This design comes from an exercise in tuning for small area, a short achievable clock period and few clock cycles per item on the open sky130 flow, not from production work. Function was checked by simulation only, so behaviour that the tests miss may differ from the original. Power and IR drop assume default switching activity.

// round_robin_time_slice_scheduler
module round_robin_time_slice_scheduler #(
    parameter int MAX_TASKS = 8
) (
    input  logic        i_clk,
    input  logic        i_rst_n,
    input  logic        i_in_valid,
    output logic        o_in_ready,
    input  logic [1:0]  i_in_action,
    input  logic [2:0]  i_in_slot,
    input  logic [7:0]  i_in_burst,
    input  logic [15:0] i_in_arrival,
    output logic        o_out_valid,
    input  logic        i_out_ready,
    output logic [2:0]  o_out_ran_slot,
    output logic        o_out_idle,
    output logic        o_out_completed,
    output logic [15:0] o_out_completion_time,
    output logic        o_out_all_done,
    input  logic        psel,
    input  logic        penable,
    input  logic        pwrite,
    input  logic [2:0]  paddr,
    input  logic [31:0] pwdata,
    output logic [31:0] prdata,
    output logic        pready
);
    logic [7:0] r_quantum;
    logic [3:0] r_task_count;
    logic [7:0] r_prdata;
    logic       r_pready;
    logic       cfg_wr;
    logic       acc, exec, head_en, head_from_sk, sk_en;
    assign pready = r_pready;
    assign prdata = {24'd0, r_prdata};
    assign cfg_wr = psel && penable && pwrite && r_pready;
    always_ff @(posedge i_clk) begin
        if (!i_rst_n) begin
            r_quantum    <= 8'd2;
            r_task_count <= 4'd8;
            r_pready     <= 1'b0;
        end else begin
            r_pready <= psel;
            if (cfg_wr) begin
                if (paddr[2]) r_task_count <= pwdata[3:0];
                else          r_quantum    <= pwdata[7:0];
            end
        end
    end
    always_ff @(posedge i_clk) begin
        r_prdata <= paddr[2] ? {4'd0, r_task_count} : r_quantum;
    end
    rrts_ctrl u_ctrl (
        .i_clk          (i_clk),
        .i_rst_n        (i_rst_n),
        .i_in_valid     (i_in_valid),
  ...
Size: roughly 370 flip-flops, roughly 0.019 mm2 of cells after synthesis.
==> flow/config.mk <==
export PLATFORM = sky130hd
export DESIGN_NAME = round_robin_time_slice_scheduler
export DESIGN_NICKNAME = round_robin_time_slice_scheduler
export VERILOG_FILES = /design/flow/design.v
export SDC_FILE = /design/flow/constraint.sdc
export NUM_CORES = 4
export LEC_CHECK = 0
export ABC_AREA = 1
export CAP_MARGIN = 20
export CORE_MARGIN = 2
export CORE_UTILIZATION = 62
export CTS_CLUSTER_DIAMETER = 80
export CTS_CLUSTER_SIZE = 20
export SLEW_MARGIN = 20
==> flow/constraint.sdc <==
create_clock -name core_clock -period 10.0 [get_ports {i_clk}]
set_input_delay 2.0000 -clock core_clock [delete_from_list [all_inputs] [get_ports {i_clk}]]
set_output_delay 2.0000 -clock core_clock [all_outputs]
set_load 0.01 [all_outputs]
standard.sh (not shown) runs the stock make flow with config.mk's settings and CLKGATE_MAP_FILE= SYNTH_SCRIPT=/design/flow/synth_recipe.tcl, a recipe that flattens the netlist after the stock synthesis.
==> flow/flow/run.sh <==
#!/bin/bash
set -euo pipefail
bash standard.sh SETUP_SLACK_MARGIN=7 "BUFFER_PORTS_ARGS=-buffer_cell sky130_fd_sc_hd__buf_2" finish > standard_flow.log 2>&1
The first run ran to the end with no violations.
Testbench counts at the start, summed over its fixed seeds: cycles 6,637, items 6,509.
Change:
CORE_UTILIZATION = 55   (was 62)
CTS_CLUSTER_DIAMETER = 100   (was 80)
CTS_CLUSTER_SIZE = 25   (was 20)
Effect: Total power decreases slightly. Worst setup slack gets better by 39 ps. Register-to-register slack is about the same. Die area goes up by roughly a tenth. Synthesized area stays the same. Utilization shrinks by 9.0 points. Hold slack gains 19 ps. Wire length is higher by a few percent. Final cell count came out higher slightly. Critical path depth increases by 2.


## delta
Another version of the RTL of round_robin_time_slice_scheduler (not shown whole).
Size in the first run: roughly 2000 cells after synthesis, ~360 flip-flops, roughly 0.019 mm² of cells after synthesis.
==> flow/config.mk <==
export PLATFORM = sky130hd
export DESIGN_NAME = round_robin_time_slice_scheduler
export DESIGN_NICKNAME = round_robin_time_slice_scheduler
export VERILOG_FILES = /design/flow/design.v
export SDC_FILE = /design/flow/constraint.sdc
export NUM_CORES = 4
export LEC_CHECK = 0
export ABC_AREA = 1
export CAP_MARGIN = 20
export CORE_MARGIN = 2
export CORE_UTILIZATION = 55
export CTS_CLUSTER_DIAMETER = 80
export CTS_CLUSTER_SIZE = 20
export SLEW_MARGIN = 20
==> flow/constraint.sdc <==
create_clock -name core_clock -period 10.0 [get_ports {i_clk}]
set_input_delay 2.0000 -clock core_clock [delete_from_list [all_inputs] [get_ports {i_clk}]]
set_output_delay 2.0000 -clock core_clock [all_outputs]
set_load 0.01 [all_outputs]
==> flow/flow/run.sh <==
#!/bin/bash
set -euo pipefail
bash standard.sh SETUP_SLACK_MARGIN=6.85 "BUFFER_PORTS_ARGS=-buffer_cell sky130_fd_sc_hd__buf_2" finish > standard_flow.log 2>&1
Testbench counts of delta, summed over its fixed seeds: cycles 6,637, items 6,509.
Setup changes, delta to epsilon
==> flow/flow/run.sh <==
#!/bin/bash
set -euo pipefail
bash standard.sh SETUP_SLACK_MARGIN=7 "BUFFER_PORTS_ARGS=-buffer_cell sky130_fd_sc_hd__buf_2" finish > standard_flow.log 2>&1
==> comparison <==
In terms of count of multi-input combinational gates, delta and epsilon differ only marginally. More vias were needed by epsilon than by delta. epsilon — length in cells of the worst reg-to-reg path 7 higher, delta as reference. epsilon ended up with a lower count of clock buffers in the final design than delta did. | slew of the pin with the lowest slew margin | higher: delta |. epsilon ends up with a critical path data arrival time that is 2.51 ns lower than in delta. Relative to delta, worst setup slack increased by 0.097 ns in epsilon.

==> afterwards: timing with drivers on the ports <==
The results above use ideal ports. As a check the final layouts listed here were re-extracted and re-timed, cells and wires unchanged.
Step 1: set_driving_cell puts a clkbuf_16 on i_clk and a buf_2 on each other input, an assumption about the parent block.
Step 2 times the ports against the registers' clock, not the clock port: input delays grow and output delays shrink by t, the midpoint of the rising clock arrivals with the driver on.
a / b / c = ideal / step 1 / step 2; a / b = the first two.
run	shift t [ns]	slack for setup (ns)	hold WS [ns]	worst data-port slew with drivers (ns)
the first run of note 1	0.597	6.870 / 6.842 / 6.308	0.410 / 0.410 / 0.410	0.08
the second run of note 1	0.585	6.910 / 6.861 / 6.338	0.429 / 0.429 / 0.429	0.08
delta	0.603	6.784 / 6.795 / 6.192	0.414 / 0.414 / 0.414	0.08
epsilon	0.625	6.882 / 6.826 / 6.320	0.413 / 0.413 / 0.413	0.08
After both steps setup and hold are still met in every run listed. For delta, which loses most, drivers alone change the setup slack by +0.011 ns; drivers and shift together by -0.592 ns.
